From an optimization exercise on the open Yosys and OpenROAD flow, aimed at small area and a short achievable clock period; shortcuts taken in it are not production practice. RTL that was checked went through simulation tests only; none was proved equivalent to the original.

## diffeq_fu_core
module diffeq_fu_core
#(
    parameter int unsigned WIDTH = diffeq_pkg::DEFAULT_WIDTH
) (
    input  logic                    clk,
    input  logic                    reset,
    input  logic                    en,
    input  logic signed [WIDTH-1:0] v1,
    input  logic signed [WIDTH-1:0] v2,
    input  logic signed [WIDTH-1:0] v3,
    input  logic signed [WIDTH-1:0] v4,
    input  logic signed [WIDTH-1:0] v5,
    input  logic signed [WIDTH-1:0] v6,
    input  logic                    mode,
    output logic signed [WIDTH-1:0] w1,
    output logic signed [WIDTH-1:0] w2,
    output logic signed [WIDTH-1:0] w3,
    output logic signed [WIDTH-1:0] r1,
    output logic signed [WIDTH-1:0] r2,
    output logic signed [WIDTH-1:0] r3,
    output logic                    ovf1,
    output logic                    ovf2,
    output logic                    ovf3,
    output logic                    valid
);
==> module adder_subtractor, before the edit <==
module adder_subtractor
#(
    parameter int unsigned WIDTH = diffeq_pkg::DEFAULT_WIDTH
) (
    input  logic signed [WIDTH-1:0] in1,
    input  logic signed [WIDTH-1:0] in2,
    input  logic                    mode,
    output logic signed [WIDTH-1:0] out,
    output logic                    ovf
);
    localparam int unsigned B1 = 6;
    localparam int unsigned B2 = 11;
    logic             sub;
    logic [WIDTH-1:0] a, b;
    logic [B1:0]      cl;
    logic [WIDTH-1:B1] s0, s1;
    logic [WIDTH:B1]   c0, c1;
    logic             cm;
    assign sub = (mode == diffeq_pkg::MODE_SUB);
    assign a   = in1;
    assign b   = in2 ^ {WIDTH{sub}};
    assign cl[0] = sub;
    for (genvar i = 0; i < B1; i++) begin : g_lo
        diffeq_fa u_fa (.a(a[i]), .b(b[i]), .c(cl[i]), .s(out[i]), .co(cl[i+1]));
    end
    for (genvar i = B1; i < WIDTH; i++) begin : g_hi
        if (i == B1 || i == B2) begin : g_first
            diffeq_ha   u_h0 (.a(a[i]), .b(b[i]), .s(s0[i]), .co(c0[i+1]));
            diffeq_xnor u_h1 (.a(a[i]), .b(b[i]), .y(s1[i]));
            assign c1[i+1] = a[i] | b[i];
        end else begin : g_rest
            diffeq_fa u_f0 (.a(a[i]), .b(b[i]), .c(c0[i]), .s(s0[i]), .co(c0[i+1]));
            diffeq_fa u_f1 (.a(a[i]), .b(b[i]), .c(c1[i]), .s(s1[i]), .co(c1[i+1]));
        end
    end
    assign c0[B1] = 1'b0;
    assign c1[B1] = 1'b1;
    assign cm            = cl[B1] ? c1[B2] : c0[B2];
    assign out[B2-1:B1]  = cl[B1] ? s1[B2-1:B1] : s0[B2-1:B1];
    assign out[WIDTH-1:B2] = cm ? s1[WIDTH-1:B2] : s0[WIDTH-1:B2];
    assign ovf = (a[WIDTH-1] == b[WIDTH-1]) && (out[WIDTH-1] != a[WIDTH-1]);
endmodule
clock: 10.0 ns
lec_check: 0
cap_margin: 0
core_margin: 2
core_utilization: 40
setup_slack_margin: 1.4
slew_margin: 0
synth_hierarchical: 1
synth_minimum_keep_size: 0
standard.sh (not shown) runs the stock make flow with config.mk's settings and CLKGATE_MAP_FILE= SYNTH_SCRIPT=/design/flow/synth_recipe.tcl, a recipe that flattens the netlist after the stock synthesis.
==> flow/flow/run.sh <==
#!/bin/bash
# The standard layout (standard.sh) with two changes:
#  - the port buffers are the smallest buffer cell, sky130_fd_sc_hd__buf_1;
#  - before floorplanning, flow/downsize.tcl gives each combinational cell its smallest
#    drive strength, so that timing repair upsizes only the cells that need it.
export BUFFER_PORTS_ARGS="-buffer_cell sky130_fd_sc_hd__buf_1"
export PRE_FLOORPLAN_TCL="$PWD/flow/downsize.tcl"
bash standard.sh > standard_run.log 2>&1
==> flow/flow/downsize.tcl <==
# Before floorplanning: give every combinational cell the smallest drive strength of its
# function; the timing repair later upsizes only the cells that need it.
set n 0
foreach inst [get_cells *] {
  set m [get_property $inst ref_name]
  if { ![regexp {^(sky130_fd_sc_hd__[a-z0-9]+)_([0-9]+)$} $m -> base sz] } { continue }
  if { [regexp {df|dl|sdf|edf|conb|fa$|ha$|tap|fill|decap|clkbuf|buf$|bufbuf|dly|clkinv} $base] } { continue }
  set best $m
  set best_area [get_property [get_lib_cells */$m] area]
  foreach alt [get_lib_cells */${base}_*] {
    set an [get_name $alt]
    if { ![regexp "^${base}_\[0-9\]+\$" $an] } { continue }
    if { [get_property $alt dont_use] } { continue }
    set a [get_property $alt area]
    if { $a < $best_area } { set best $an; set best_area $a }
  }
  if { $best ne $m } {
    replace_cell $inst $best
    incr n
  }
}
puts "downsize.tcl: resized $n instances to their smallest drive"
The starting point finished clean.
Rerun with:
--- a/flow/design.v
+++ b/flow/design.v
@@ -294,21 +294,21 @@
     output logic                    ovf
 );
-    localparam int unsigned B1 = 6;
-    localparam int unsigned B2 = 11;
+    localparam int unsigned H = WIDTH / 2;
     logic             sub;
     logic [WIDTH-1:0] a, b;
-    logic [B1:0]      cl;
-    logic [WIDTH-1:B1] s0, s1;
-    logic [WIDTH:B1]   c0, c1;
-    logic             cm;
+    logic [H:0]       cl;
+    logic [WIDTH-1:H] s0, s1;
+    logic [WIDTH:H]   c0, c1;
     assign sub = (mode == diffeq_pkg::MODE_SUB);
     assign a   = in1;
     assign b   = in2 ^ {WIDTH{sub}};
     assign cl[0] = sub;
-    for (genvar i = 0; i < B1; i++) begin : g_lo
+    for (genvar i = 0; i < H; i++) begin : g_lo
         diffeq_fa u_fa (.a(a[i]), .b(b[i]), .c(cl[i]), .s(out[i]), .co(cl[i+1]));
     end
-    for (genvar i = B1; i < WIDTH; i++) begin : g_hi
-        if (i == B1 || i == B2) begin : g_first
+    assign c0[H] = 1'b0;
+    assign c1[H] = 1'b1;
+    for (genvar i = H; i < WIDTH; i++) begin : g_hi
+        if (i == H) begin : g_first
             diffeq_ha   u_h0 (.a(a[i]), .b(b[i]), .s(s0[i]), .co(c0[i+1]));
             diffeq_xnor u_h1 (.a(a[i]), .b(b[i]), .y(s1[i]));
@@ -319,9 +319,5 @@
         end
     end
-    assign c0[B1] = 1'b0;
-    assign c1[B1] = 1'b1;
-    assign cm            = cl[B1] ? c1[B2] : c0[B2];
-    assign out[B2-1:B1]  = cl[B1] ? s1[B2-1:B1] : s0[B2-1:B1];
-    assign out[WIDTH-1:B2] = cm ? s1[WIDTH-1:B2] : s0[WIDTH-1:B2];
+    assign out[WIDTH-1:H] = cl[H] ? s1 : s0;
     assign ovf = (a[WIDTH-1] == b[WIDTH-1]) && (out[WIDTH-1] != a[WIDTH-1]);
 endmodule
=> The changed run ran to the end with no violations; worst setup slack improved by 0.042 ns; hold slack stays flat; via count drops by 0.92%; flip-flop and latch count is unchanged; design area shrinks by 2.0%; die area went down by 0.52%; global-route usage falls by 0.13 points; final cell count came out lower by 1.4%.
No functional check of the RTL was part of the first run of this note.

==> what the ideal ports hide <==
The flow's constraints put no driver on any port. The routed layouts listed below were extracted and timed again, unchanged, in two steps. Step 1 (the two cells are an assumption about what drives the block):
set clk [get_ports {clk}]
set_driving_cell -lib_cell sky130_fd_sc_hd__clkbuf_16 $clk
set_driving_cell -lib_cell sky130_fd_sc_hd__buf_2 [delete_from_list [all_inputs] $clk]
Step 2, shift: input delay + t, output delay - t, t = (earliest + latest rising clock arrival at the registers) / 2. This alone moves slack from input paths to output paths. Slacks: no drivers / after step 1 / after step 2; pairs: no drivers / after step 1.
run | t, ns | setup WS [ns] | worst setup path after step 2
the first run | 0.330 | 1.598 / 1.576 / 1.576 | input to output
the second run | 0.329 | 1.641 / 1.584 / 1.584 | input to output
After both steps setup and hold are still met in every run listed. For the second run, which loses most, drivers alone change the setup slack by -0.057 ns; drivers and shift together by -0.057 ns.
